What follows belongs to an exercise in optimizing a design on an open flow for small area, a short achievable clock period and few clock cycles per item; a production flow would make more cautious choices.
Only simulation tests tie the RTL to the original design; equivalence was not proved.

===== design/flow/design.v =====
module hilo_muldiv_ctrl (
  input  logic        clk,
  input  logic        rst,
  input  logic        op_valid,
  input  logic [2:0]  op,
  input  logic [31:0] rs_data,
  input  logic [31:0] rt_data,
  input  logic        rd_req,
  input  logic        flush,
  output logic        op_ready,
  output logic        busy,
  output logic        stall,
  output logic        done,
  output logic [63:0] hilo_out
);
  logic [63:0] r_hilo;
  logic        r_busy, r_mul, r_prep, r_div, r_fix, r_done;
  logic [32:0] r_x;       
  logic [31:0] r_q;       
  logic [33:0] r_acc;     
  logic [1:0]  r_cnt;     
  logic [4:0]  r_dcnt;    
  logic        r_last, r_sgn, r_qneg, r_rneg, r_u;
  logic [3:0]  r_one, r_two, r_neg;   
  logic w_acc, w_is_mul, w_is_div, w_sgn_in, w_na_in_n, w_nb_in_n;
  assign w_acc     = ~r_busy & op_valid & ~flush;
  assign w_is_mul  = (op == 3'd1) | (op == 3'd2);
  assign w_is_div  = (op == 3'd3) | (op == 3'd4);
  assign w_sgn_in  = (op == 3'd1) | (op == 3'd3);
  assign w_na_in_n = (op == 3'd3) & rs_data[31];
  assign w_nb_in_n = (op == 3'd3) & rt_data[31];
  function automatic logic [11:0] benc(input logic [8:0] b);   
    logic [3:0] one, two, neg;
    for (int m = 0; m < 4; m++) begin
      one[m] = b[2*m+1] ^ b[2*m];
      two[m] = (b[2*m+2] & ~b[2*m+1] & ~b[2*m]) | (~b[2*m+2] & b[2*m+1] & b[2*m]);
      neg[m] = b[2*m+2] & ~(b[2*m+1] & b[2*m]);
    end
    benc = {neg, two, one};
  endfunction
  logic [33:0] w_xe;
  assign w_xe = {r_x[32], r_x};
  logic [33:0] w_pp0, w_pp1, w_pp2, w_pp3;
  assign w_pp0 = ({34{r_one[0]}} & w_xe | {34{r_two[0]}} & {w_xe[32:0], 1'b0}) ^ {34{r_neg[0]}};
  assign w_pp1 = ({34{r_one[1]}} & w_xe | {34{r_two[1]}} & {w_xe[32:0], 1'b0}) ^ {34{r_neg[1]}};
  assign w_pp2 = ({34{r_one[2]}} & w_xe | {34{r_two[2]}} & {w_xe[32:0], 1'b0}) ^ {34{r_neg[2]}};
  assign w_pp3 = ({34{r_one[3]}} & w_xe | {34{r_two[3]}} & {w_xe[32:0], 1'b0}) ^ {34{r_neg[3]}};
  logic [3:0]  w_neg;
  assign w_neg = r_neg;
  logic        w_rinc;
  logic [33:0] w_acc_in;
  assign w_rinc   = (r_fix | r_prep) & r_rneg;
  assign w_acc_in = r_acc ^ {34{w_rinc}};
  logic [32:0] w_ur;
  assign w_ur = {33{r_u}} & r_x;
  logic [42-1:0] w_ta, w_tb, w_p;
  wire t0_s = w_acc_in[4] ^ w_pp0[4];
  wire t0_c = w_acc_in[4] & w_pp0[4];
  wire t1_s = w_acc_in[5] ^ w_pp0[5];
  wire t1_c = w_acc_in[5] & w_pp0[5];
  wire t2_s = w_acc_in[6] ^ w_pp0[6] ^ w_pp1[4];
  wire t2_c = (w_acc_in[6] & w_pp0[6]) | (w_pp1[4] & (w_acc_in[6] ^ w_pp0[6]));
  wire t3_s = w_pp2[2] ^ w_pp3[0];
  wire t3_c = w_pp2[2] & w_pp3[0];
  wire t4_s = w_acc_in[7] ^ w_pp0[7] ^ w_pp1[5];
  wire t4_c = (w_acc_in[7] & w_pp0[7]) | (w_pp1[5] & (w_acc_in[7] ^ w_pp0[7]));
  wire t5_s = w_pp2[3] ^ w_pp3[1];
  wire t5_c = w_pp2[3] & w_pp3[1];
  wire t6_s = w_acc_in[8] ^ w_pp0[8] ^ w_pp1[6];
  wire t6_c = (w_acc_in[8] & w_pp0[8]) | (w_pp1[6] & (w_acc_in[8] ^ w_pp0[8]));
  wire t7_s = w_pp2[4] ^ w_pp3[2] ^ w_ur[0];
  wire t7_c = (w_pp2[4] & w_pp3[2]) | (w_ur[0] & (w_pp2[4] ^ w_pp3[2]));
  wire t8_s = w_acc_in[9] ^ w_pp0[9] ^ w_pp1[7];
  wire t8_c = (w_acc_in[9] & w_pp0[9]) | (w_pp1[7] & (w_acc_in[9] ^ w_pp0[9]));
  wire t9_s = w_pp2[5] ^ w_pp3[3] ^ w_ur[1];
  wire t9_c = (w_pp2[5] & w_pp3[3]) | (w_ur[1] & (w_pp2[5] ^ w_pp3[3]));
  wire t10_s = w_acc_in[10] ^ w_pp0[10] ^ w_pp1[8];
  wire t10_c = (w_acc_in[10] & w_pp0[10]) | (w_pp1[8] & (w_acc_in[10] ^ w_pp0[10]));
  wire t11_s = w_pp2[6] ^ w_pp3[4] ^ w_ur[2];
  wire t11_c = (w_pp2[6] & w_pp3[4]) | (w_ur[2] & (w_pp2[6] ^ w_pp3[4]));
  wire t12_s = w_acc_in[11] ^ w_pp0[11] ^ w_pp1[9];
  wire t12_c = (w_acc_in[11] & w_pp0[11]) | (w_pp1[9] & (w_acc_in[11] ^ w_pp0[11]));
  wire t13_s = w_pp2[7] ^ w_pp3[5] ^ w_ur[3];
  wire t13_c = (w_pp2[7] & w_pp3[5]) | (w_ur[3] & (w_pp2[7] ^ w_pp3[5]));
  wire t14_s = w_acc_in[12] ^ w_pp0[12] ^ w_pp1[10];
  wire t14_c = (w_acc_in[12] & w_pp0[12]) | (w_pp1[10] & (w_acc_in[12] ^ w_pp0[12]));
  wire t15_s = w_pp2[8] ^ w_pp3[6] ^ w_ur[4];
  wire t15_c = (w_pp2[8] & w_pp3[6]) | (w_ur[4] & (w_pp2[8] ^ w_pp3[6]));
  wire t16_s = w_acc_in[13] ^ w_pp0[13] ^ w_pp1[11];
  wire t16_c = (w_acc_in[13] & w_pp0[13]) | (w_pp1[11] & (w_acc_in[13] ^ w_pp0[13]));
  wire t17_s = w_pp2[9] ^ w_pp3[7] ^ w_ur[5];
  wire t17_c = (w_pp2[9] & w_pp3[7]) | (w_ur[5] & (w_pp2[9] ^ w_pp3[7]));
  wire t18_s = w_acc_in[14] ^ w_pp0[14] ^ w_pp1[12];
  wire t18_c = (w_acc_in[14] & w_pp0[14]) | (w_pp1[12] & (w_acc_in[14] ^ w_pp0[14]));
  wire t19_s = w_pp2[10] ^ w_pp3[8] ^ w_ur[6];
  wire t19_c = (w_pp2[10] & w_pp3[8]) | (w_ur[6] & (w_pp2[10] ^ w_pp3[8]));
  wire t20_s = w_acc_in[15] ^ w_pp0[15] ^ w_pp1[13];
  wire t20_c = (w_acc_in[15] & w_pp0[15]) | (w_pp1[13] & (w_acc_in[15] ^ w_pp0[15]));
  wire t21_s = w_pp2[11] ^ w_pp3[9] ^ w_ur[7];
  wire t21_c = (w_pp2[11] & w_pp3[9]) | (w_ur[7] & (w_pp2[11] ^ w_pp3[9]));
  wire t22_s = w_acc_in[16] ^ w_pp0[16] ^ w_pp1[14];
  wire t22_c = (w_acc_in[16] & w_pp0[16]) | (w_pp1[14] & (w_acc_in[16] ^ w_pp0[16]));
  wire t23_s = w_pp2[12] ^ w_pp3[10] ^ w_ur[8];
  wire t23_c = (w_pp2[12] & w_pp3[10]) | (w_ur[8] & (w_pp2[12] ^ w_pp3[10]));
  wire t24_s = w_acc_in[17] ^ w_pp0[17] ^ w_pp1[15];
  wire t24_c = (w_acc_in[17] & w_pp0[17]) | (w_pp1[15] & (w_acc_in[17] ^ w_pp0[17]));
  wire t25_s = w_pp2[13] ^ w_pp3[11] ^ w_ur[9];
  wire t25_c = (w_pp2[13] & w_pp3[11]) | (w_ur[9] & (w_pp2[13] ^ w_pp3[11]));
  wire t26_s = w_acc_in[18] ^ w_pp0[18] ^ w_pp1[16];
  wire t26_c = (w_acc_in[18] & w_pp0[18]) | (w_pp1[16] & (w_acc_in[18] ^ w_pp0[18]));
  wire t27_s = w_pp2[14] ^ w_pp3[12] ^ w_ur[10];
  wire t27_c = (w_pp2[14] & w_pp3[12]) | (w_ur[10] & (w_pp2[14] ^ w_pp3[12]));
  wire t28_s = w_acc_in[19] ^ w_pp0[19] ^ w_pp1[17];
  wire t28_c = (w_acc_in[19] & w_pp0[19]) | (w_pp1[17] & (w_acc_in[19] ^ w_pp0[19]));
  wire t29_s = w_pp2[15] ^ w_pp3[13] ^ w_ur[11];
  wire t29_c = (w_pp2[15] & w_pp3[13]) | (w_ur[11] & (w_pp2[15] ^ w_pp3[13]));
  wire t30_s = w_acc_in[20] ^ w_pp0[20] ^ w_pp1[18];
  wire t30_c = (w_acc_in[20] & w_pp0[20]) | (w_pp1[18] & (w_acc_in[20] ^ w_pp0[20]));
  wire t31_s = w_pp2[16] ^ w_pp3[14] ^ w_ur[12];
  wire t31_c = (w_pp2[16] & w_pp3[14]) | (w_ur[12] & (w_pp2[16] ^ w_pp3[14]));
  wire t32_s = w_acc_in[21] ^ w_pp0[21] ^ w_pp1[19];
  wire t32_c = (w_acc_in[21] & w_pp0[21]) | (w_pp1[19] & (w_acc_in[21] ^ w_pp0[21]));
  wire t33_s = w_pp2[17] ^ w_pp3[15] ^ w_ur[13];
  wire t33_c = (w_pp2[17] & w_pp3[15]) | (w_ur[13] & (w_pp2[17] ^ w_pp3[15]));
  wire t34_s = w_acc_in[22] ^ w_pp0[22] ^ w_pp1[20];
  wire t34_c = (w_acc_in[22] & w_pp0[22]) | (w_pp1[20] & (w_acc_in[22] ^ w_pp0[22]));
  wire t35_s = w_pp2[18] ^ w_pp3[16] ^ w_ur[14];
  wire t35_c = (w_pp2[18] & w_pp3[16]) | (w_ur[14] & (w_pp2[18] ^ w_pp3[16]));
  wire t36_s = w_acc_in[23] ^ w_pp0[23] ^ w_pp1[21];
  wire t36_c = (w_acc_in[23] & w_pp0[23]) | (w_pp1[21] & (w_acc_in[23] ^ w_pp0[23]));
  wire t37_s = w_pp2[19] ^ w_pp3[17] ^ w_ur[15];
  wire t37_c = (w_pp2[19] & w_pp3[17]) | (w_ur[15] & (w_pp2[19] ^ w_pp3[17]));
  wire t38_s = w_acc_in[24] ^ w_pp0[24] ^ w_pp1[22];
  wire t38_c = (w_acc_in[24] & w_pp0[24]) | (w_pp1[22] & (w_acc_in[24] ^ w_pp0[24]));
  wire t39_s = w_pp2[20] ^ w_pp3[18] ^ w_ur[16];
  wire t39_c = (w_pp2[20] & w_pp3[18]) | (w_ur[16] & (w_pp2[20] ^ w_pp3[18]));
  wire t40_s = w_acc_in[25] ^ w_pp0[25] ^ w_pp1[23];
  wire t40_c = (w_acc_in[25] & w_pp0[25]) | (w_pp1[23] & (w_acc_in[25] ^ w_pp0[25]));
  wire t41_s = w_pp2[21] ^ w_pp3[19] ^ w_ur[17];
  wire t41_c = (w_pp2[21] & w_pp3[19]) | (w_ur[17] & (w_pp2[21] ^ w_pp3[19]));
  wire t42_s = w_acc_in[26] ^ w_pp0[26] ^ w_pp1[24];
  wire t42_c = (w_acc_in[26] & w_pp0[26]) | (w_pp1[24] & (w_acc_in[26] ^ w_pp0[26]));
  wire t43_s = w_pp2[22] ^ w_pp3[20] ^ w_ur[18];
  wire t43_c = (w_pp2[22] & w_pp3[20]) | (w_ur[18] & (w_pp2[22] ^ w_pp3[20]));
  wire t44_s = w_acc_in[27] ^ w_pp0[27] ^ w_pp1[25];
  wire t44_c = (w_acc_in[27] & w_pp0[27]) | (w_pp1[25] & (w_acc_in[27] ^ w_pp0[27]));
  wire t45_s = w_pp2[23] ^ w_pp3[21] ^ w_ur[19];
  wire t45_c = (w_pp2[23] & w_pp3[21]) | (w_ur[19] & (w_pp2[23] ^ w_pp3[21]));
  wire t46_s = w_acc_in[28] ^ w_pp0[28] ^ w_pp1[26];
  wire t46_c = (w_acc_in[28] & w_pp0[28]) | (w_pp1[26] & (w_acc_in[28] ^ w_pp0[28]));
  wire t47_s = w_pp2[24] ^ w_pp3[22] ^ w_ur[20];
  wire t47_c = (w_pp2[24] & w_pp3[22]) | (w_ur[20] & (w_pp2[24] ^ w_pp3[22]));
  wire t48_s = w_acc_in[29] ^ w_pp0[29] ^ w_pp1[27];
  wire t48_c = (w_acc_in[29] & w_pp0[29]) | (w_pp1[27] & (w_acc_in[29] ^ w_pp0[29]));
  wire t49_s = w_pp2[25] ^ w_pp3[23] ^ w_ur[21];
  wire t49_c = (w_pp2[25] & w_pp3[23]) | (w_ur[21] & (w_pp2[25] ^ w_pp3[23]));
  wire t50_s = w_acc_in[30] ^ w_pp0[30] ^ w_pp1[28];
  wire t50_c = (w_acc_in[30] & w_pp0[30]) | (w_pp1[28] & (w_acc_in[30] ^ w_pp0[30]));
  wire t51_s = w_pp2[26] ^ w_pp3[24] ^ w_ur[22];
  wire t51_c = (w_pp2[26] & w_pp3[24]) | (w_ur[22] & (w_pp2[26] ^ w_pp3[24]));
  wire t52_s = w_acc_in[31] ^ w_pp0[31] ^ w_pp1[29];
  wire t52_c = (w_acc_in[31] & w_pp0[31]) | (w_pp1[29] & (w_acc_in[31] ^ w_pp0[31]));
  wire t53_s = w_pp2[27] ^ w_pp3[25] ^ w_ur[23];
  wire t53_c = (w_pp2[27] & w_pp3[25]) | (w_ur[23] & (w_pp2[27] ^ w_pp3[25]));
  wire t54_s = w_acc_in[32] ^ w_pp0[32] ^ w_pp1[30];
  wire t54_c = (w_acc_in[32] & w_pp0[32]) | (w_pp1[30] & (w_acc_in[32] ^ w_pp0[32]));
  wire t55_s = w_pp2[28] ^ w_pp3[26] ^ w_ur[24];
  wire t55_c = (w_pp2[28] & w_pp3[26]) | (w_ur[24] & (w_pp2[28] ^ w_pp3[26]));
  wire t56_s = ~w_acc_in[33] ^ ~w_pp0[33] ^ w_pp1[31];
  wire t56_c = (~w_acc_in[33] & ~w_pp0[33]) | (w_pp1[31] & (~w_acc_in[33] ^ ~w_pp0[33]));
  wire t57_s = w_pp2[29] ^ w_pp3[27] ^ w_ur[25];
  wire t57_c = (w_pp2[29] & w_pp3[27]) | (w_ur[25] & (w_pp2[29] ^ w_pp3[27]));
  wire t58_s = w_pp1[32] ^ w_pp2[30] ^ w_pp3[28];
  wire t58_c = (w_pp1[32] & w_pp2[30]) | (w_pp3[28] & (w_pp1[32] ^ w_pp2[30]));
  wire t59_s = w_ur[26] ^ 1'b1;
  wire t59_c = w_ur[26] & 1'b1;
  wire t60_s = ~w_pp1[33] ^ w_pp2[31] ^ w_pp3[29];
  wire t60_c = (~w_pp1[33] & w_pp2[31]) | (w_pp3[29] & (~w_pp1[33] ^ w_pp2[31]));
  wire t61_s = w_pp2[32] ^ w_pp3[30];
  wire t61_c = w_pp2[32] & w_pp3[30];
  wire t62_s = w_acc_in[0] ^ w_pp0[0];
  wire t62_c = w_acc_in[0] & w_pp0[0];
  wire t63_s = w_acc_in[2] ^ w_pp0[2];
  wire t63_c = w_acc_in[2] & w_pp0[2];
  wire t64_s = w_acc_in[3] ^ w_pp0[3];
  wire t64_c = w_acc_in[3] & w_pp0[3];
  wire t65_s = t0_s ^ w_pp1[2] ^ w_pp2[0];
  wire t65_c = (t0_s & w_pp1[2]) | (w_pp2[0] & (t0_s ^ w_pp1[2]));
  wire t66_s = t0_c ^ t1_s ^ w_pp1[3];
  wire t66_c = (t0_c & t1_s) | (w_pp1[3] & (t0_c ^ t1_s));
  wire t67_s = t1_c ^ t2_s ^ t3_s;
  wire t67_c = (t1_c & t2_s) | (t3_s & (t1_c ^ t2_s));
  wire t68_s = t2_c ^ t3_c ^ t4_s;
  wire t68_c = (t2_c & t3_c) | (t4_s & (t2_c ^ t3_c));
  wire t69_s = t4_c ^ t5_c ^ t6_s;
  wire t69_c = (t4_c & t5_c) | (t6_s & (t4_c ^ t5_c));
  wire t70_s = t6_c ^ t7_c ^ t8_s;
  wire t70_c = (t6_c & t7_c) | (t8_s & (t6_c ^ t7_c));
  wire t71_s = t8_c ^ t9_c ^ t10_s;
  wire t71_c = (t8_c & t9_c) | (t10_s & (t8_c ^ t9_c));
  wire t72_s = t10_c ^ t11_c ^ t12_s;
  wire t72_c = (t10_c & t11_c) | (t12_s & (t10_c ^ t11_c));
  wire t73_s = t12_c ^ t13_c ^ t14_s;
  wire t73_c = (t12_c & t13_c) | (t14_s & (t12_c ^ t13_c));
  wire t74_s = t14_c ^ t15_c ^ t16_s;
  wire t74_c = (t14_c & t15_c) | (t16_s & (t14_c ^ t15_c));
  wire t75_s = t16_c ^ t17_c ^ t18_s;
  wire t75_c = (t16_c & t17_c) | (t18_s & (t16_c ^ t17_c));
  wire t76_s = t18_c ^ t19_c ^ t20_s;
  wire t76_c = (t18_c & t19_c) | (t20_s & (t18_c ^ t19_c));
  wire t77_s = t20_c ^ t21_c ^ t22_s;
  wire t77_c = (t20_c & t21_c) | (t22_s & (t20_c ^ t21_c));
  wire t78_s = t22_c ^ t23_c ^ t24_s;
  wire t78_c = (t22_c & t23_c) | (t24_s & (t22_c ^ t23_c));
  wire t79_s = t24_c ^ t25_c ^ t26_s;
  wire t79_c = (t24_c & t25_c) | (t26_s & (t24_c ^ t25_c));
  wire t80_s = t26_c ^ t27_c ^ t28_s;
  wire t80_c = (t26_c & t27_c) | (t28_s & (t26_c ^ t27_c));
  wire t81_s = t28_c ^ t29_c ^ t30_s;
  wire t81_c = (t28_c & t29_c) | (t30_s & (t28_c ^ t29_c));
  wire t82_s = t30_c ^ t31_c ^ t32_s;
  wire t82_c = (t30_c & t31_c) | (t32_s & (t30_c ^ t31_c));
  wire t83_s = t32_c ^ t33_c ^ t34_s;
  wire t83_c = (t32_c & t33_c) | (t34_s & (t32_c ^ t33_c));
  wire t84_s = t34_c ^ t35_c ^ t36_s;
  wire t84_c = (t34_c & t35_c) | (t36_s & (t34_c ^ t35_c));
  wire t85_s = t36_c ^ t37_c ^ t38_s;
  wire t85_c = (t36_c & t37_c) | (t38_s & (t36_c ^ t37_c));
  wire t86_s = t38_c ^ t39_c ^ t40_s;
  wire t86_c = (t38_c & t39_c) | (t40_s & (t38_c ^ t39_c));
  wire t87_s = t40_c ^ t41_c ^ t42_s;
  wire t87_c = (t40_c & t41_c) | (t42_s & (t40_c ^ t41_c));
  wire t88_s = t42_c ^ t43_c ^ t44_s;
  wire t88_c = (t42_c & t43_c) | (t44_s & (t42_c ^ t43_c));
  wire t89_s = t44_c ^ t45_c ^ t46_s;
  wire t89_c = (t44_c & t45_c) | (t46_s & (t44_c ^ t45_c));
  wire t90_s = t46_c ^ t47_c ^ t48_s;
  wire t90_c = (t46_c & t47_c) | (t48_s & (t46_c ^ t47_c));
  wire t91_s = t48_c ^ t49_c ^ t50_s;
  wire t91_c = (t48_c & t49_c) | (t50_s & (t48_c ^ t49_c));
  wire t92_s = t50_c ^ t51_c ^ t52_s;
  wire t92_c = (t50_c & t51_c) | (t52_s & (t50_c ^ t51_c));
  wire t93_s = t52_c ^ t53_c ^ t54_s;
  wire t93_c = (t52_c & t53_c) | (t54_s & (t52_c ^ t53_c));
  wire t94_s = t54_c ^ t55_c ^ t56_s;
  wire t94_c = (t54_c & t55_c) | (t56_s & (t54_c ^ t55_c));
  wire t95_s = t56_c ^ t57_c ^ t58_s;
  wire t95_c = (t56_c & t57_c) | (t58_s & (t56_c ^ t57_c));
  wire t96_s = t58_c ^ t59_c ^ t60_s;
  wire t96_c = (t58_c & t59_c) | (t60_s & (t58_c ^ t59_c));
  wire t97_s = t60_c ^ t61_s ^ w_ur[28];
  wire t97_c = (t60_c & t61_s) | (w_ur[28] & (t60_c ^ t61_s));
  wire t98_s = t61_c ^ ~w_pp2[33] ^ w_pp3[31];
  wire t98_c = (t61_c & ~w_pp2[33]) | (w_pp3[31] & (t61_c ^ ~w_pp2[33]));
  wire t99_s = w_pp3[32] ^ w_ur[30];
  wire t99_c = w_pp3[32] & w_ur[30];
  wire t100_s = t62_s ^ w_neg[0];
  wire t100_c = t62_s & w_neg[0];
  wire t101_s = t62_c ^ w_acc_in[1] ^ w_pp0[1];
  wire t101_c = (t62_c & w_acc_in[1]) | (w_pp0[1] & (t62_c ^ w_acc_in[1]));
  wire t102_s = t63_s ^ w_pp1[0] ^ w_neg[1];
  wire t102_c = (t63_s & w_pp1[0]) | (w_neg[1] & (t63_s ^ w_pp1[0]));
  wire t103_s = t63_c ^ t64_s ^ w_pp1[1];
  wire t103_c = (t63_c & t64_s) | (w_pp1[1] & (t63_c ^ t64_s));
  wire t104_s = t64_c ^ t65_s ^ w_neg[2];
  wire t104_c = (t64_c & t65_s) | (w_neg[2] & (t64_c ^ t65_s));
  wire t105_s = t65_c ^ t66_s ^ w_pp2[1];
  wire t105_c = (t65_c & t66_s) | (w_pp2[1] & (t65_c ^ t66_s));
  wire t106_s = t66_c ^ t67_s ^ w_neg[3];
  wire t106_c = (t66_c & t67_s) | (w_neg[3] & (t66_c ^ t67_s));
  wire t107_s = t67_c ^ t68_s ^ t5_s;
  wire t107_c = (t67_c & t68_s) | (t5_s & (t67_c ^ t68_s));
  wire t108_s = t68_c ^ t69_s ^ t7_s;
  wire t108_c = (t68_c & t69_s) | (t7_s & (t68_c ^ t69_s));
  wire t109_s = t69_c ^ t70_s ^ t9_s;
  wire t109_c = (t69_c & t70_s) | (t9_s & (t69_c ^ t70_s));
  wire t110_s = t70_c ^ t71_s ^ t11_s;
  wire t110_c = (t70_c & t71_s) | (t11_s & (t70_c ^ t71_s));
  wire t111_s = t71_c ^ t72_s ^ t13_s;
  wire t111_c = (t71_c & t72_s) | (t13_s & (t71_c ^ t72_s));
  wire t112_s = t72_c ^ t73_s ^ t15_s;
  wire t112_c = (t72_c & t73_s) | (t15_s & (t72_c ^ t73_s));
  wire t113_s = t73_c ^ t74_s ^ t17_s;
  wire t113_c = (t73_c & t74_s) | (t17_s & (t73_c ^ t74_s));
  wire t114_s = t74_c ^ t75_s ^ t19_s;
  wire t114_c = (t74_c & t75_s) | (t19_s & (t74_c ^ t75_s));
  wire t115_s = t75_c ^ t76_s ^ t21_s;
  wire t115_c = (t75_c & t76_s) | (t21_s & (t75_c ^ t76_s));
  wire t116_s = t76_c ^ t77_s ^ t23_s;
  wire t116_c = (t76_c & t77_s) | (t23_s & (t76_c ^ t77_s));
  wire t117_s = t77_c ^ t78_s ^ t25_s;
  wire t117_c = (t77_c & t78_s) | (t25_s & (t77_c ^ t78_s));
  wire t118_s = t78_c ^ t79_s ^ t27_s;
  wire t118_c = (t78_c & t79_s) | (t27_s & (t78_c ^ t79_s));
  wire t119_s = t79_c ^ t80_s ^ t29_s;
  wire t119_c = (t79_c & t80_s) | (t29_s & (t79_c ^ t80_s));
  wire t120_s = t80_c ^ t81_s ^ t31_s;
  wire t120_c = (t80_c & t81_s) | (t31_s & (t80_c ^ t81_s));
  wire t121_s = t81_c ^ t82_s ^ t33_s;
  wire t121_c = (t81_c & t82_s) | (t33_s & (t81_c ^ t82_s));
  wire t122_s = t82_c ^ t83_s ^ t35_s;
  wire t122_c = (t82_c & t83_s) | (t35_s & (t82_c ^ t83_s));
  wire t123_s = t83_c ^ t84_s ^ t37_s;
  wire t123_c = (t83_c & t84_s) | (t37_s & (t83_c ^ t84_s));
  wire t124_s = t84_c ^ t85_s ^ t39_s;
  wire t124_c = (t84_c & t85_s) | (t39_s & (t84_c ^ t85_s));
  wire t125_s = t85_c ^ t86_s ^ t41_s;
  wire t125_c = (t85_c & t86_s) | (t41_s & (t85_c ^ t86_s));
  wire t126_s = t86_c ^ t87_s ^ t43_s;
  wire t126_c = (t86_c & t87_s) | (t43_s & (t86_c ^ t87_s));
  wire t127_s = t87_c ^ t88_s ^ t45_s;
  wire t127_c = (t87_c & t88_s) | (t45_s & (t87_c ^ t88_s));
  wire t128_s = t88_c ^ t89_s ^ t47_s;
  wire t128_c = (t88_c & t89_s) | (t47_s & (t88_c ^ t89_s));
  wire t129_s = t89_c ^ t90_s ^ t49_s;
  wire t129_c = (t89_c & t90_s) | (t49_s & (t89_c ^ t90_s));
  wire t130_s = t90_c ^ t91_s ^ t51_s;
  wire t130_c = (t90_c & t91_s) | (t51_s & (t90_c ^ t91_s));
  wire t131_s = t91_c ^ t92_s ^ t53_s;
  wire t131_c = (t91_c & t92_s) | (t53_s & (t91_c ^ t92_s));
  wire t132_s = t92_c ^ t93_s ^ t55_s;
  wire t132_c = (t92_c & t93_s) | (t55_s & (t92_c ^ t93_s));
  wire t133_s = t93_c ^ t94_s ^ t57_s;
  wire t133_c = (t93_c & t94_s) | (t57_s & (t93_c ^ t94_s));
  wire t134_s = t94_c ^ t95_s ^ t59_s;
  wire t134_c = (t94_c & t95_s) | (t59_s & (t94_c ^ t95_s));
  wire t135_s = t95_c ^ t96_s ^ w_ur[27];
  wire t135_c = (t95_c & t96_s) | (w_ur[27] & (t95_c ^ t96_s));
  wire t136_s = t96_c ^ t97_s ^ 1'b1;
  wire t136_c = (t96_c & t97_s) | (1'b1 & (t96_c ^ t97_s));
  wire t137_s = t97_c ^ t98_s ^ w_ur[29];
  wire t137_c = (t97_c & t98_s) | (w_ur[29] & (t97_c ^ t98_s));
  wire t138_s = t98_c ^ t99_s ^ 1'b1;
  wire t138_c = (t98_c & t99_s) | (1'b1 & (t98_c ^ t99_s));
  wire t139_s = t99_c ^ ~w_pp3[33] ^ w_ur[31];
  wire t139_c = (t99_c & ~w_pp3[33]) | (w_ur[31] & (t99_c ^ ~w_pp3[33]));
  assign w_ta = {1'b1, t139_c, t138_c, t137_c, t136_c, t135_c, t134_c, t133_c, t132_c, t131_c, t130_c, t129_c, t128_c, t127_c, t126_c, t125_c, t124_c, t123_c, t122_c, t121_c, t120_c, t119_c, t118_c, t117_c, t116_c, t115_c, t114_c, t113_c, t112_c, t111_c, t110_c, t109_c, t108_c, t107_c, t106_c, t105_c, t104_c, t103_c, t102_c, t101_c, t100_c, t100_s};
  assign w_tb = {1'b0, ~w_ur[32], t139_s, t138_s, t137_s, t136_s, t135_s, t134_s, t133_s, t132_s, t131_s, t130_s, t129_s, t128_s, t127_s, t126_s, t125_s, t124_s, t123_s, t122_s, t121_s, t120_s, t119_s, t118_s, t117_s, t116_s, t115_s, t114_s, t113_s, t112_s, t111_s, t110_s, t109_s, t108_s, t107_s, t106_s, t105_s, t104_s, t103_s, t102_s, t101_s, w_rinc};
  assign w_p = w_ta + w_tb;
  function automatic logic [31:0] cneg(input logic [31:0] v, input logic n);
    logic [31:0] o;
    o = v;
    for (int k = 1; k < 32; k = k * 2)
      for (int i = 31; i >= 0; i--)
        if ((i / k) % 2 == 1) o[i] = o[i] | o[(i / k) * k - 1];
    cneg = v ^ ({32{n}} & {o[30:0], 1'b0});
  endfunction
  logic [31:0] w_na, w_nb;
  assign w_na = cneg(rs_data, w_na_in_n);
  assign w_nb = cneg(r_busy ? r_q : rt_data, r_busy ? r_qneg : w_nb_in_n);
  function automatic logic [5:0] lzc(input logic [31:0] v);
    logic [15:0] z1; logic [15:0] c1;
    logic [7:0]  z2; logic [15:0] c2;
    logic [3:0]  z3; logic [11:0] c3;
    logic [1:0]  z4; logic [7:0]  c4;
    for (int i = 0; i < 16; i++) begin
      z1[i] = ~(v[2*i+1] | v[2*i]);
      c1[i] = ~v[2*i+1];
    end
    for (int i = 0; i < 8; i++) begin
      z2[i] = z1[2*i+1] & z1[2*i];
      c2[2*i+:2] = z1[2*i+1] ? {1'b1, c1[2*i]} : {1'b0, c1[2*i+1]};
    end
    for (int i = 0; i < 4; i++) begin
      z3[i] = z2[2*i+1] & z2[2*i];
      c3[3*i+:3] = z2[2*i+1] ? {1'b1, c2[2*(2*i)+:2]} : {1'b0, c2[2*(2*i+1)+:2]};
    end
    for (int i = 0; i < 2; i++) begin
      z4[i] = z3[2*i+1] & z3[2*i];
      c4[4*i+:4] = z3[2*i+1] ? {1'b1, c3[3*(2*i)+:3]} : {1'b0, c3[3*(2*i+1)+:3]};
    end
    lzc = (z4[1] & z4[0]) ? 6'd32 : z4[1] ? {2'b01, c4[3:0]} : {2'b00, c4[7:4]};
  endfunction
  logic [5:0] w_za, w_zb;
  logic [4:0] w_sh;
  logic       w_bz, w_lt;
  assign w_za = lzc(r_acc[31:0]);
  assign w_zb = lzc(r_x[31:0]);
  assign w_bz = w_zb[5];
  assign w_lt = (w_za > w_zb);
  assign w_sh = w_zb[4:0] - w_za[4:0];
  logic w_ge;
  assign w_ge = ~w_p[33];
  logic w_mfin, w_pfin, w_dfin;
  assign w_mfin = r_mul & r_last;
  assign w_pfin = r_prep & (w_bz | w_lt);
  assign w_dfin = r_div & r_last;
  always_ff @(posedge clk) begin
    if (rst) begin
      r_busy <= 1'b0;
      r_mul  <= 1'b0;
      r_prep <= 1'b0;
      r_div  <= 1'b0;
      r_fix  <= 1'b0;
      r_done <= 1'b0;
      r_hilo <= '0;
    end else begin
      r_done <= ~flush & (w_mfin | w_pfin | r_fix);
      if (r_busy) begin
        if (flush | w_mfin | w_pfin | r_fix) begin
          r_busy <= 1'b0;
          r_mul  <= 1'b0;
          r_prep <= 1'b0;
          r_div  <= 1'b0;
          r_fix  <= 1'b0;
        end else begin
          if (r_prep) begin
            r_prep <= 1'b0;
            r_div  <= 1'b1;
          end
          if (w_dfin) begin
            r_div  <= 1'b0;
            r_fix  <= 1'b1;
          end
        end
      end else if (w_acc) begin
        r_busy <= w_is_mul | w_is_div;
        r_mul  <= w_is_mul;
        r_prep <= w_is_div;
      end
      if (~flush) begin
        if (w_acc & (op == 3'd5)) r_hilo[63:32] <= rs_data;
        if (w_acc & (op == 3'd6)) r_hilo[31:0]  <= rs_data;
        if (w_mfin) r_hilo <= {w_p[39:8], w_p[7:0], r_q[31:8]};
        if (w_pfin | r_fix) r_hilo <= {w_p[31:0], r_fix ? w_nb : {32{w_bz}}};
      end
    end
  end
  always_ff @(posedge clk) begin
    if (~r_busy) begin
      r_x    <= {w_is_mul & w_sgn_in & rt_data[31], w_nb};
      r_q    <= rs_data;
      r_acc  <= {2'b0, {32{w_is_div}} & w_na};
      r_sgn  <= w_sgn_in;
      r_rneg <= w_na_in_n;
      r_qneg <= w_na_in_n ^ w_nb_in_n;
      r_cnt  <= 2'd3;
      r_last <= 1'b0;
      r_u    <= 1'b0;
      {r_neg, r_two, r_one} <= {12{w_is_mul}} & benc({rs_data[7:0], 1'b0});
    end else if (r_mul) begin
      r_q    <= {w_p[7:0], r_q[31:8]};
      r_acc  <= w_p[41:8];
      r_cnt  <= r_cnt - 2'd1;
      r_last <= (r_cnt == 2'd1);
      r_u    <= (r_cnt == 2'd1) & ~r_sgn & r_q[15];
      {r_neg, r_two, r_one} <= benc(r_q[15:7]);
    end else if (r_prep) begin
      r_x    <= {1'b0, r_x[31:0] << w_sh};
      r_q    <= '0;
      r_dcnt <= w_sh;
      r_last <= (w_sh == 5'd0);
      {r_neg, r_two, r_one} <= {4'b0001, 4'b0000, 4'b0001};
    end else if (r_div) begin
      if (~r_last) r_x <= {1'b0, r_x[32:1]};
      r_acc    <= w_p[33:0];
      r_q      <= {r_q[30:0], w_ge};
      r_dcnt   <= r_dcnt - 5'd1;
      r_last   <= (r_dcnt == 5'd1);
      r_one[0] <= ~r_last | ~w_ge;
      r_neg[0] <= r_last ? r_rneg : w_ge;
    end
  end
  assign op_ready = ~r_busy;
  assign busy     = r_busy;
  assign stall    = r_busy & (op_valid | rd_req);
  assign done     = r_done;
  assign hilo_out = r_hilo;
endmodule

===== design/flow/standard.sh =====
#!/bin/bash
# synth_recipe.tcl (not shown) runs the flow's synth.tcl, then flattens the netlist and writes it again
# the make line also repeats each setting of config.mk as NAME=value (left out here)
make -C /OpenROAD-flow-scripts/flow DESIGN_CONFIG=/design/flow/config.mk WORK_HOME=/design/flow/orfs CLKGATE_MAP_FILE= SYNTH_SCRIPT=/design/flow/synth_recipe.tcl "${@:-finish}"

===== design/flow/constraint.sdc =====
create_clock -name core_clock -period 11.0 [get_ports {clk}]
set_input_delay 2.2000 -clock core_clock [delete_from_list [all_inputs] [get_ports {clk}]]
set_output_delay 2.2000 -clock core_clock [all_outputs]
set_load 0.01 [all_outputs]

===== design/flow/flow/run.sh =====
#!/bin/bash
# The standard layout (the standard.sh: ORFS synthesis through finish, unchanged), with
# the ports buffered by buf_2 cells and timing repair aimed 5 ns below the clock period.
set -euo pipefail
bash standard.sh SETUP_SLACK_MARGIN=5 "BUFFER_PORTS_ARGS=-buffer_cell sky130_fd_sc_hd__buf_2" finish > flow_make.log 2>&1

===== design/flow/config.mk =====
export PLATFORM = sky130hd
export DESIGN_NAME = hilo_muldiv_ctrl
export DESIGN_NICKNAME = hilo_muldiv_ctrl
export VERILOG_FILES = /design/flow/design.v
export SDC_FILE = /design/flow/constraint.sdc
export NUM_CORES = 4
export LEC_CHECK = 0
export CAP_MARGIN = 20
export CORE_MARGIN = 2
export CORE_UTILIZATION = 40
export SLEW_MARGIN = 20

==> impl_metrics.prom, run 1 <==
# TYPE chip_impl_metric gauge
chip_impl_info{name="status",value="no timing/DRC/antenna violations"} 1
chip_impl_metric{name="count_of_max_cap_constraint_violations",unit=""} 0
chip_impl_metric{name="dieHeight",unit="um"} 239.7
chip_impl_metric{name="max_stage_delay",unit="ns"} 0.90
chip_impl_metric{name="synth.avg_cell_area",unit="um^2"} 8.172
chip_impl_metric{name="syn_area",unit="um^2"} 22230
chip_impl_metric{name="hold_violations",unit=""} 0
chip_impl_info{name="hold_path.startpoint",value="r_hilo[63]"} 1
chip_impl_metric{name="hold_buffers",unit=""} 0
chip_impl_info{name="hold-path-endpoint",value="r_hilo[63]"} 1
chip_impl_info{name="regToRegStartpoint",value="r_x[18]"} 1
chip_impl_metric{name="syn_inst",unit=""} 2720
chip_impl_metric{name="global_route_wire_length_before_repair",unit="um"} 133100
chip_impl_metric{name="critPathBufInv",unit=""} 0
chip_impl_metric{name="critical_path_arrival",unit="ns"} 6.00
chip_impl_metric{name="wire_per_inst",unit="um"} 25.29
chip_impl_info{name="worst_path_max_delay_cell",value="sky130_fd_sc_hd__edfxtp_1"} 1
chip_impl_metric{name="finClkSkew",unit="ns"} 0.02392
chip_impl_metric{name="max_freq",unit="MHz"} 173.0
chip_impl_metric{name="synth.distinct_cells",unit=""} 78
chip_impl_metric{name="count_of_nets_left_with_antenna_violations_after_detail_routing",unit=""} 0
chip_impl_metric{name="layout.nets",unit=""} 3024
chip_impl_metric{name="finalWirelength",unit="um"} 88830
chip_impl_metric{name="pin_count_of_the_biggest_net_entering_global_routing",unit=""} 85
chip_impl_metric{name="detailroute.via_count",unit=""} 22220
chip_impl_metric{name="core_area",unit="um^2"} 54990
chip_impl_metric{name="final_period_minus_worst_setup_slack",unit="ns"} 5.782
chip_impl_metric{name="worst_setup_hold_path_clk_slew",unit="ns"} 0.08
chip_impl_metric{name="detailedPlacementHpwl",unit="um"} 66190
chip_impl_metric{name="report.final.setup_viol",unit=""} 0
chip_impl_info{name="cp_common_cell",value="sky130_fd_sc_hd__fa_1"} 1
chip_impl_metric{name="setup.reg_to_reg.worst_slack",unit="ns"} 5.22
chip_impl_metric{name="place.gp.congestion",unit=""} 0.9869
chip_impl_metric{name="floorplan.die.width",unit="um"} 239.7
chip_impl_metric{name="drtIter0Drc",unit=""} 3261
chip_impl_metric{name="worstRegToRegCells",unit=""} 14
chip_impl_metric{name="drc",unit=""} 0
chip_impl_metric{name="grt-ovfl-total",unit=""} 0
chip_impl_metric{name="cts.sinks",unit=""} 193
chip_impl_metric{name="antenna_violations_before_repair",unit=""} 2
chip_impl_metric{name="timing.final.crit_share",unit=""} 0.5256
chip_impl_metric{name="initial_utilization",unit=""} 0.4042
chip_impl_metric{name="yosys_register_bits",unit=""} 193
chip_impl_info{name="setup.worst_path.class",value="reg2reg"} 1
chip_impl_info{name="critPathTopFamily",value="adder cells"} 1
chip_impl_metric{name="cts_buffers",unit=""} 17
chip_impl_metric{name="instances_no_fill",unit=""} 3513
chip_impl_info{name="cells_along_the_critical_path",value="a22oi_1 -> xnor2_1 -> fa_1 -> fa_1 -> fa_1 -> ha_1 -> a21oi_1 -> o21bai_1 -> a21oi_1 -> o21ai_0 -> or3b_2 -> o31ai_2 -> o211ai_1 -> a221o_1"} 1
chip_impl_metric{name="syn-num-nets",unit=""} 2993
chip_impl_info{name="clock_tree_from_tritoncts",value="yes"} 1
chip_impl_metric{name="async_flop_share",unit=""} 0
chip_impl_metric{name="cts-htree-levels",unit=""} 4
chip_impl_metric{name="critical_path.max_fanout",unit=""} 16
chip_impl_metric{name="finalSetupTns",unit="ns"} 0
chip_impl_info{name="hp-class",value="reg2reg"} 1
chip_impl_metric{name="routed_vias_inst",unit=""} 6.326
chip_impl_metric{name="worst_slew_margin_rel",unit=""} 0.3148
chip_impl_metric{name="dp.cells",unit=""} 3413
chip_impl_metric{name="pre_cts_slack",unit="ns"} 4.610
chip_impl_metric{name="number_of_enable_flip_flop_cells_after_synthesis",unit=""} 117
chip_impl_info{name="cts_root_buffer",value="sky130_fd_sc_hd__clkbuf_16"} 1
chip_impl_metric{name="port_buffers",unit=""} 139
chip_impl_metric{name="clock_latency",unit="ns"} 0.48
chip_impl_info{name="rsz0062_at_grt",value="no"} 1
chip_impl_metric{name="pin_count",unit=""} 140
chip_impl_metric{name="hold_depth",unit=""} 2
chip_impl_metric{name="gr-usage-all-layers",unit=""} 0.3084
chip_impl_info{name="most_common_flop_cell_mapped_by_yosys",value="sky130_fd_sc_hd__edfxtp_1"} 1
chip_impl_metric{name="synthToLayoutAreaGrowth",unit="%"} 11.12
chip_impl_metric{name="num_rows",unit=""} 86
chip_impl_metric{name="synth-seq-area-share",unit=""} 0.2265
chip_impl_metric{name="worst-slew-pin-transition",unit="ns"} 1.027
chip_impl_metric{name="dieArea",unit="um^2"} 57470
chip_impl_metric{name="layout-drive-gt1-share",unit=""} 0.1245
chip_impl_metric{name="synth-warning-count",unit=""} 1
chip_impl_metric{name="report.final.slew_viol_count",unit=""} 0
chip_impl_metric{name="setup_ws",unit="ns"} 5.218
chip_impl_metric{name="first_global_vias",unit=""} 20800
chip_impl_metric{name="dr.pass1.iters",unit=""} 6
chip_impl_info{name="worstSetupEndpointType",value="flip-flop"} 1
chip_impl_metric{name="critPathRequiredTime",unit="ns"} 11.22
chip_impl_info{name="reg2reg_to",value="r_acc[30]"} 1
chip_impl_metric{name="clk_path_buf_depth",unit=""} 2
chip_impl_info{name="crit_path_start_kind",value="flip-flop"} 1
layout by cell type (no fill, tap or decap), types with 72 or more instances in the layout:
cell	synthesis	layout
sky130_fd_sc_hd__buf_2	10	139
sky130_fd_sc_hd__nor3_1	91	91
sky130_fd_sc_hd__dfxtp_1	76	73
sky130_fd_sc_hd__nand2_1	268	268
sky130_fd_sc_hd__inv_1	161	160
sky130_fd_sc_hd__ha_1	73	72
sky130_fd_sc_hd__buf_4	0	88
sky130_fd_sc_hd__edfxtp_1	117	117
sky130_fd_sc_hd__xnor2_1	169	165
sky130_fd_sc_hd__a21oi_1	199	198
sky130_fd_sc_hd__a22oi_1	137	137
sky130_fd_sc_hd__fa_1	128	128
sky130_fd_sc_hd__o21ai_0	150	148
sky130_fd_sc_hd__nor2_1	240	237
sky130_fd_sc_hd__xor2_1	127	126
worst min-delay path, cell delays in order, from the launching register on:
cell	delay [ns]
sky130_fd_sc_hd__dfxtp_1	0.33
sky130_fd_sc_hd__nand2_1	0.05
sky130_fd_sc_hd__o21ai_0	0.05
cell type report:
type | count | area (um^2)
clock buffer | 18 | 429.2
tap | 748 | 935.9
inverter | 162 | 610.6
fill | 5490 | 30290
sequential | 193 | 5041
multi-input combinational | 2127 | 15780
antenna | 1 | 2.502
clock inverter | 14 | 143.9
timing repair buffer | 250 | 1753
synthesized netlist by cell type (all sizes together) (29+ instances only):
cell | instances | area (um^2)
nand2 | 268 | 1006
nor2 | 240 | 900.9
clkbuf | 209 | 784.5
a21oi | 199 | 996.0
xnor2 | 169 | 1480
inv | 162 | 608.1
o21ai | 153 | 765.7
a22oi | 137 | 1028
fa | 128 | 2562
xor2 | 127 | 1112
edfxtp | 117 | 3513
nor3 | 91 | 455.4
dfxtp | 76 | 1521
ha | 73 | 913.4
mux2i | 69 | 690.7
a221oi | 39 | 341.6
o22ai | 35 | 219.0
a21o | 31 | 232.7
a211oi | 29 | 217.7
buf | 29 | 121.4
sequential cells by signal (all words and copies together), names as in the netlist:
register / count
r_last: 1
r_rneg: 1
r_one: 4
r_q: 32
r_dcnt: 5
r_hilo: 64
r_div: 1
r_two: 4
r_x: 33
r_qneg: 1
r_neg: 4
r_done: 1
r_u: 1
r_fix: 1
r_busy: 1
r_mul: 1
r_sgn: 1
r_cnt: 2
r_prep: 1
r_acc: 34
logic make-up (layout without fill, tap and decap cells):
| logic type | count (synthesis) | count (layout) | share of synthesized area |
|---|---|---|---|
| compound gates | 776 | 776 | 0.2280 |
| fa+ha+maj | 201 | 201 | 0.1564 |
| simple gates | 759 | 759 | 0.1536 |
| mux | 95 | 95 | 0.05083 |
| flops | 193 | 193 | 0.2265 |
| xor+xnor | 296 | 296 | 0.1166 |
| other cells | 0 | 1 | 0 |
| buf+inv | 400 | 444 | 0.06811 |
worst max path at each step:
stage                   from         to  cells past startpoint
floorplan             r_prep  r_acc[30]                     19
global placement    r_two[0]   r_one[0]                     18
detailed placement  r_two[0]  r_acc[30]                     16
CTS                 r_two[0]  r_acc[30]                     16
global route         r_x[18]  r_acc[27]                     15
finish               r_x[18]  r_acc[30]                     14
layer usage:
layer / vias up / share of wire / track usage
met2: 1467 / 0.43 / 0.4602
li1: 9698 / - / -
met3: 217 / 0.10 / 0.04898
met5: - / 0.00026 / 0
met4: 4 / 0.049 / 0.1398
met1: 10840 / 0.41 / 0.4368
metrics by stage:
step                      hold slack, ns    util  instance area [um^2]
after floorplan                   0.4593       -                 22230
after global placement            0.4434  0.4246                 23350
after detailed placement          0.4410  0.4249                 23360
after CTS                         0.4568  0.4359                 23970
after global routing              0.4686  0.4491                 24700
final                             0.4551  0.4492                 24700
what timing repair did:
action,in CTS,in global routing
setup endpoints to repair,46,50
gates resized for setup,0,12
setup buffers,3,64
Testbench counts, summed over its fixed seeds: cycles 15,693, ops 3,200.
==> run 2, diff against run 1 <==
==> design/flow/flow/run.sh (replaced) <==
#!/bin/bash
# The standard layout (the standard.sh: ORFS synthesis through finish, unchanged), with
# the ports buffered by buf_1 cells and timing repair aimed 5 ns below the clock period.
set -euo pipefail
bash standard.sh SETUP_SLACK_MARGIN=5 "BUFFER_PORTS_ARGS=-buffer_cell sky130_fd_sc_hd__buf_1" finish > flow_make.log 2>&1
==> run 2 against run 1 <==
Net effect:
- still clean on timing, DRC and antenna
- synthesized cell count unchanged
- clock skew decreased by 0.0039 ns
- worst setup slack improved by 0.029 ns
- critical endpoint is now r_hilo[51]
==> impl_metrics.prom, run 2 <==
# TYPE chip_impl_metric gauge
chip_impl_metric{name="sequential_cell_area",unit="um^2"} 5041
chip_impl_info{name="worst_path_max_delay_cell",value="sky130_fd_sc_hd__edfxtp_1"} 1
chip_impl_metric{name="initial_utilization",unit=""} 0.4042
chip_impl_metric{name="finalSetupTns",unit="ns"} 0
chip_impl_metric{name="finClkSkew",unit="ns"} 0.02006
chip_impl_info{name="critPathTopFamily",value="adder cells"} 1
chip_impl_metric{name="synth_largest_type_area_fraction",unit=""} 0.1581
chip_impl_info{name="cp_common_cell",value="sky130_fd_sc_hd__fa_1"} 1
chip_impl_metric{name="dieArea",unit="um^2"} 57470
chip_impl_info{name="rsz0062_at_grt",value="no"} 1
chip_impl_metric{name="grt-ovfl-total",unit=""} 0
chip_impl_metric{name="number_of_enable_flip_flop_cells_after_synthesis",unit=""} 117
chip_impl_metric{name="cts_buffers",unit=""} 17
chip_impl_metric{name="clk_path_buf_depth",unit=""} 2
chip_impl_metric{name="place.gp.congestion",unit=""} 0.9816
chip_impl_metric{name="count_of_max_cap_constraint_violations",unit=""} 0
chip_impl_info{name="largest_registers",value="r_hilo (64), r_acc (34), r_x (33)"} 1
chip_impl_metric{name="synth-warning-count",unit=""} 1
chip_impl_info{name="hp-class",value="reg2reg"} 1
chip_impl_info{name="top_register",value="r_hilo"} 1
chip_impl_info{name="worstSetupEndpointType",value="flip-flop"} 1
chip_impl_metric{name="critical_path_arrival",unit="ns"} 6.13
chip_impl_metric{name="dieHeight",unit="um"} 239.7
chip_impl_metric{name="cts.sinks",unit=""} 193
chip_impl_metric{name="worst_setup_hold_path_clk_slew",unit="ns"} 0.09
chip_impl_info{name="most_common_flop_cell_mapped_by_yosys",value="sky130_fd_sc_hd__edfxtp_1"} 1
chip_impl_metric{name="max_stage_delay",unit="ns"} 0.92
chip_impl_metric{name="yosys_register_bits",unit=""} 193
chip_impl_metric{name="critPathBufInv",unit=""} 0
chip_impl_metric{name="floorplan.die.width",unit="um"} 239.7
chip_impl_metric{name="critPathRequiredTime",unit="ns"} 11.38
chip_impl_metric{name="pin_count_of_the_biggest_net_entering_global_routing",unit=""} 78
chip_impl_metric{name="wire_per_inst",unit="um"} 25.27
chip_impl_metric{name="syn-num-nets",unit=""} 2993
chip_impl_metric{name="cts-htree-levels",unit=""} 4
chip_impl_metric{name="timing.final.crit_share",unit=""} 0.5229
chip_impl_metric{name="final_period_minus_worst_setup_slack",unit="ns"} 5.752
chip_impl_metric{name="synth.avg_cell_area",unit="um^2"} 8.172
chip_impl_info{name="synth_largest_area_cell",value="sky130_fd_sc_hd__edfxtp_1"} 1
chip_impl_metric{name="count_of_nets_left_with_antenna_violations_after_detail_routing",unit=""} 0
chip_impl_metric{name="clock_latency",unit="ns"} 0.47
chip_impl_metric{name="detailroute.via_count",unit=""} 21880
chip_impl_metric{name="layout.cell_area.non_filler",unit="um^2"} 24330
chip_impl_info{name="cts_root_buffer",value="sky130_fd_sc_hd__clkbuf_16"} 1
chip_impl_metric{name="report.final.slew_viol_count",unit=""} 0
chip_impl_info{name="clock_tree_from_tritoncts",value="yes"} 1
chip_impl_metric{name="fillCellCount",unit=""} 5501
chip_impl_info{name="synth_common_cells",value="268 x sky130_fd_sc_hd__nand2_1, 240 x sky130_fd_sc_hd__nor2_1, 209 x sky130_fd_sc_hd__clkbuf_1, 199 x sky130_fd_sc_hd__a21oi_1, 169 x sky130_fd_sc_hd__xnor2_1"} 1
chip_impl_metric{name="async_flop_share",unit=""} 0
chip_impl_metric{name="report.final.setup_viol",unit=""} 0
chip_impl_metric{name="synthToLayoutAreaGrowth",unit="%"} 9.451
chip_impl_metric{name="largest_reg_flops",unit=""} 64
chip_impl_metric{name="detailed_place.area",unit="um^2"} 23260
chip_impl_metric{name="setup.reg_to_reg.worst_slack",unit="ns"} 5.25
chip_impl_metric{name="layout.nets",unit=""} 3015
chip_impl_metric{name="synth.distinct_cells",unit=""} 78
chip_impl_info{name="status",value="no timing/DRC/antenna violations"} 1
chip_impl_metric{name="global_route_wire_length_before_repair",unit="um"} 132300
chip_impl_metric{name="detailedPlacementHpwl",unit="um"} 66230
chip_impl_metric{name="syn_inst",unit=""} 2720
chip_impl_metric{name="synth-seq-area-share",unit=""} 0.2265
chip_impl_metric{name="gr-usage-all-layers",unit=""} 0.3060
chip_impl_metric{name="finalWirelength",unit="um"} 88560
chip_impl_metric{name="port_buffers",unit=""} 139
chip_impl_metric{name="critical_path.max_fanout",unit=""} 16
chip_impl_metric{name="worst_slew_margin_rel",unit=""} 0.2942
chip_impl_metric{name="syn_area",unit="um^2"} 22230
chip_impl_info{name="setup.worst_path.class",value="reg2reg"} 1
chip_impl_info{name="cells_along_the_critical_path",value="a22oi_1 -> xnor2_1 -> fa_1 -> fa_1 -> fa_1 -> ha_1 -> nand4_1 -> nor3_1 -> nand3_1 -> a31oi_1 -> nor2b_1 -> o21ai_0 -> xor2_1 -> nand2_1 -> a311oi_1"} 1
chip_impl_info{name="final_cell_mix",value="268 x sky130_fd_sc_hd__nand2_1, 237 x sky130_fd_sc_hd__nor2_1, 198 x sky130_fd_sc_hd__a21oi_1, 165 x sky130_fd_sc_hd__xnor2_1, 160 x sky130_fd_sc_hd__inv_1"} 1
chip_impl_metric{name="hold_violations",unit=""} 0
chip_impl_metric{name="hold_buffers",unit=""} 0
chip_impl_metric{name="core_area",unit="um^2"} 54990
chip_impl_info{name="layout.cells.most_common",value="sky130_fd_sc_hd__nand2_1"} 1
chip_impl_metric{name="pin_count",unit=""} 140
chip_impl_metric{name="worst-slew-pin-transition",unit="ns"} 1.044
chip_impl_metric{name="routed_vias_inst",unit=""} 6.243
chip_impl_metric{name="num_rows",unit=""} 86
chip_impl_metric{name="max_freq",unit="MHz"} 173.8
chip_impl_metric{name="drc",unit=""} 0
chip_impl_metric{name="layout-drive-gt1-share",unit=""} 0.07114
chip_impl_info{name="crit_path_start_kind",value="flip-flop"} 1
chip_impl_metric{name="antenna_violations_before_repair",unit=""} 1
chip_impl_metric{name="dr.pass1.iters",unit=""} 6
chip_impl_info{name="netlist_top_cells_area",value="sky130_fd_sc_hd__edfxtp_1 16%, sky130_fd_sc_hd__fa_1 12%, sky130_fd_sc_hd__dfxtp_1 6.8%"} 1
chip_impl_metric{name="drtIter0Drc",unit=""} 2695
chip_impl_metric{name="first_global_vias",unit=""} 20460
chip_impl_info{name="yosysMostFrequentCell",value="sky130_fd_sc_hd__nand2_1"} 1
chip_impl_metric{name="multiInputGateArea",unit="um^2"} 15760
[run 2: cell types whose count changed in the layout (fill, tap and decap cells not counted), sizes merged]
cell and change:
clkinvlp -2, clkbuf +1, buf -10, clkinv +3
inv -1
[run 2: repair_timing]
item | in CTS | in global routing
pin swaps | 0 | 0
setup endpoints to repair | 46 | 54
setup buffers | 3 | 45
resized for setup | 0 | 11
[run 2: metrics by stage]
step	util	std cells	hold WS (ns)	setup WS (ns)
floorplan	-	2720	0.4593	5.266
global placement	0.4228	3422	0.4420	4.753
detailed placement	0.4231	3423	0.4477	4.627
CTS	0.4349	3458	0.4619	4.966
global route	0.4424	3503	0.4861	5.034
finish	0.4425	3504	0.4611	5.248
[run 2: logic make-up (layout without fill, tap and decap cells)]
group,Yosys count,after routing,synth area share
flip-flops,193,193,0.2265
AND/OR/NAND/NOR,759,759,0.1536
buffers and inverters,400,435,0.06811
AO/OA/AOI/OAI,776,776,0.2280
adder cells (fa/ha/maj),201,201,0.1564
other,0,1,0
multiplexers,95,95,0.05083
XOR/XNOR,296,296,0.1166
[run 2: cell type report]
| class | instances | area share |
|---|---|---|
| diodes | 1 | 0.0001029 |
| well taps | 748 | 0.03847 |
| inverters | 162 | 0.02510 |
| multi-input cells | 2127 | 0.6480 |
| repair buffers | 241 | 0.05601 |
| clock buffers | 18 | 0.01764 |
| flip-flops and latches | 193 | 0.2072 |
| clock inverters | 14 | 0.007509 |
[run 2: layer usage]
metal  up-vias  global-route usage  wire length, um
met5         -                   0               13
met3       230             0.05221             9571
met1     10520              0.4340            36850
met2      1457              0.4484            37060
li1       9666                   -                -
met4         2              0.1489             5062
[run 2: worst min-delay path, cell delays in order, from the launching register on]
cell and delay [ns]:
sky130_fd_sc_hd__dfxtp_1 0.32, sky130_fd_sc_hd__nand2_1 0.05, sky130_fd_sc_hd__a21oi_1 0.05
[run 2: path summary, 6_finish.rpt]
check                                start          to  depth (start not counted)
worst min register to register  r_hilo[34]  r_hilo[34]                          2
worst min-delay path            r_hilo[34]  r_hilo[34]                          2
worst max register to register     r_x[15]  r_hilo[51]                         15
worst max-delay path               r_x[15]  r_hilo[51]                         15
==> run 3, diff against run 2 <==
==> design/flow/flow/run.sh (replaced) <==
#!/bin/bash
# The standard layout (the standard.sh: ORFS synthesis through finish, unchanged), with
# the ports buffered by buf_1 cells and timing repair aimed 5.8 ns below the clock period, at the worst endpoints only.
set -euo pipefail
bash standard.sh SETUP_SLACK_MARGIN=5.8 TNS_END_PERCENT=10 "BUFFER_PORTS_ARGS=-buffer_cell sky130_fd_sc_hd__buf_1" finish > flow_make.log 2>&1
==> run 3 against run 2 <==
Net effect:
- still clean on timing, DRC and antenna
- clock skew increased by 0.0026 ns
- sequential share of layout area decreased by 1.5 points
- fmax increased by 7.9%
- first-iteration DRC count increased by 3.8%
- register-to-register slack improved by 0.42 ns
- final cell count increased by 2.6%
- critical endpoint is now r_x[21]
==> impl_metrics.prom, run 3 <==
# TYPE chip_impl_metric gauge
chip_impl_info{name="status",value="no timing/DRC/antenna violations"} 1
chip_impl_metric{name="worst_slew_margin_rel",unit=""} 0.2820
chip_impl_metric{name="finClkSkew",unit="ns"} 0.02262
chip_impl_metric{name="cts_buffers",unit=""} 17
chip_impl_info{name="synth_largest_area_cell",value="sky130_fd_sc_hd__edfxtp_1"} 1
chip_impl_metric{name="place.gp.congestion",unit=""} 0.9491
chip_impl_metric{name="drtIter0Drc",unit=""} 2798
chip_impl_metric{name="pre_cts_slack",unit="ns"} 5.065
chip_impl_metric{name="number_of_enable_flip_flop_cells_after_synthesis",unit=""} 117
chip_impl_metric{name="max_freq",unit="MHz"} 187.5
chip_impl_metric{name="report.final.setup_viol",unit=""} 0
chip_impl_metric{name="finalSetupTns",unit="ns"} 0
chip_impl_info{name="worstSetupEndpointType",value="flip-flop"} 1
chip_impl_metric{name="timing.final.crit_share",unit=""} 0.4847
chip_impl_metric{name="num_rows",unit=""} 86
chip_impl_metric{name="gr-usage-all-layers",unit=""} 0.3225
chip_impl_metric{name="insertedDiodeCount",unit=""} 0
chip_impl_metric{name="worst-slew-pin-transition",unit="ns"} 1.069
chip_impl_metric{name="synth.distinct_cells",unit=""} 78
chip_impl_info{name="crit_path_start_kind",value="flip-flop"} 1
chip_impl_metric{name="routed_vias_inst",unit=""} 6.312
chip_impl_metric{name="drc",unit=""} 0
chip_impl_metric{name="floorplan.die.width",unit="um"} 239.7
chip_impl_metric{name="synth_largest_type_area_fraction",unit=""} 0.1581
chip_impl_metric{name="clk_path_buf_depth",unit=""} 2
chip_impl_metric{name="count_of_max_cap_constraint_violations",unit=""} 0
chip_impl_metric{name="wire_per_inst",unit="um"} 26.66
chip_impl_metric{name="multiInputGateArea",unit="um^2"} 16730
chip_impl_metric{name="synthToLayoutAreaGrowth",unit="%"} 17.87
chip_impl_metric{name="antenna_violations_before_repair",unit=""} 1
chip_impl_metric{name="synth.avg_cell_area",unit="um^2"} 8.172
chip_impl_metric{name="syn_inst",unit=""} 2720
chip_impl_info{name="yosysMostFrequentCell",value="sky130_fd_sc_hd__nand2_1"} 1
chip_impl_info{name="hp-class",value="reg2reg"} 1
chip_impl_metric{name="cts.sinks",unit=""} 193
chip_impl_info{name="layout.cells.most_common",value="sky130_fd_sc_hd__nand2_1"} 1
chip_impl_metric{name="detailedPlacementHpwl",unit="um"} 67010
chip_impl_info{name="cts_root_buffer",value="sky130_fd_sc_hd__clkbuf_16"} 1
chip_impl_info{name="final_cell_mix",value="267 x sky130_fd_sc_hd__nand2_1, 236 x sky130_fd_sc_hd__nor2_1, 189 x sky130_fd_sc_hd__a21oi_1, 165 x sky130_fd_sc_hd__buf_4, 157 x sky130_fd_sc_hd__inv_1"} 1
chip_impl_info{name="clock_tree_from_tritoncts",value="yes"} 1
chip_impl_metric{name="count_of_nets_left_with_antenna_violations_after_detail_routing",unit=""} 0
chip_impl_metric{name="yosys_register_bits",unit=""} 193
chip_impl_metric{name="syn-num-nets",unit=""} 2993
chip_impl_metric{name="core_area",unit="um^2"} 54990
chip_impl_metric{name="hold_buffers",unit=""} 0
chip_impl_info{name="netlist_top_cells_area",value="sky130_fd_sc_hd__edfxtp_1 16%, sky130_fd_sc_hd__fa_1 12%, sky130_fd_sc_hd__dfxtp_1 6.8%"} 1
chip_impl_info{name="largest_registers",value="r_hilo (64), r_acc (34), r_x (33)"} 1
[run 3: cell counts after synthesis]
Identical to the previous run, type by type.
[run 3: cell families after synthesis]
group                    after synthesis  synth area share
AO/OA/AOI/OAI                        776            0.2280
AND/OR/NAND/NOR                      759            0.1536
buffers and inverters                400           0.06811
XOR/XNOR                             296            0.1166
adder cells (fa/ha/maj)              201            0.1564
flip-flops                           193            0.2265
multiplexers                          95           0.05083
[run 3: final timing paths]
check	startpoint	end	slack, ns	cells after the start
max	r_acc[31]	r_x[21]	5.67	19
min	r_hilo[34]	r_hilo[34]	0.46	2
max reg2reg	r_acc[31]	r_x[21]	5.67	19
min reg2reg	r_hilo[34]	r_hilo[34]	0.46	2
[run 3: through the flow]
step	utilization	instances	hold slack [ns]	instance area [um^2]
after floorplan	-	2720	0.4593	22260
after global placement	0.4240	3430	0.4412	23320
after detailed placement	0.4243	3431	0.4474	23330
after CTS	0.4489	3516	0.4614	24680
after global routing	0.4765	3595	0.4921	26200
final	0.4765	3595	0.4638	26200
[run 3: routing by layer]
| layer | track usage | share of wire | vias to the layer above |
|---|---|---|---|
| li1 | - | - | 9859 |
| met1 | 0.4360 | 0.39 | 11000 |
| met2 | 0.4866 | 0.44 | 1544 |
| met3 | 0.06431 | 0.11 | 283 |
| met4 | 0.1674 | 0.060 | 2 |
| met5 | 0 | 0.00014 | - |
[run 3: worst max-delay path, stage by stage, from the launching register on]
cell and delay, ns:
sky130_fd_sc_hd__edfxtp_1 0.54, sky130_fd_sc_hd__nor4_2 0.45, sky130_fd_sc_hd__nand3_1 0.21, sky130_fd_sc_hd__or2_2 0.39
sky130_fd_sc_hd__nand2b_1 0.18, sky130_fd_sc_hd__inv_1 0.20, sky130_fd_sc_hd__nand2_1 0.14, sky130_fd_sc_hd__o41a_1 0.28
sky130_fd_sc_hd__buf_4 0.22, sky130_fd_sc_hd__fa_1 0.53, sky130_fd_sc_hd__clkbuf_8 0.31, sky130_fd_sc_hd__clkinvlp_4 0.14
sky130_fd_sc_hd__buf_4 0.17, sky130_fd_sc_hd__nor2_1 0.10, sky130_fd_sc_hd__a21oi_1 0.06, sky130_fd_sc_hd__a21oi_1 0.40
sky130_fd_sc_hd__mux2_2 0.24, sky130_fd_sc_hd__o221ai_1 0.14, sky130_fd_sc_hd__o211ai_1 0.21, sky130_fd_sc_hd__o21ai_0 0.12
[run 3: final cells by class]
class / instances / share of cell area
Sequential cell: 193 / 0.1924
Inverter: 162 / 0.02354
Tap cell: 748 / 0.03572
Timing Repair Buffer: 332 / 0.08658
Clock buffer: 18 / 0.01638
Clock inverter: 14 / 0.006782
Multi-Input combinational cell: 2128 / 0.6386
[run 3: what timing repair did]
action,4_1_cts,5_1_grt
resized for setup,49,161
cloned,1,5
buffers inserted,52,74
endpoints found under the setup margin,74,99
pin swaps,9,78

-- static timing again, ports no longer ideal --
The results above use ideal ports. As a check the final layouts listed here were re-extracted and re-timed, cells and wires unchanged.
Step 1 assumes that a clkbuf_16 drives the clock port and a buf_2 every other input.
Step 2 times the ports against the registers' clock, not the clock port: input delays grow and output delays shrink by t, the midpoint of the rising clock arrivals with the driver on.
Three values: ideal ports, drivers, drivers and shift; two values: the first two.
run | shift t [ns] | setup WS [ns] | worst setup path at the end | pins driven straight from the clock port
run 1 | 0.524 | 5.218 / 5.218 / 5.218 | register to register | 1
run 2 | 0.514 | 5.248 / 5.248 / 5.248 | register to register | 1
run 3 | 0.508 | 5.668 / 5.668 / 5.512 | input to register | 1
After both steps setup and hold are still met in every run listed. The setup slack of run 3, which loses most, moves by 0.000 ns with the drivers and by -0.156 ns with both steps.
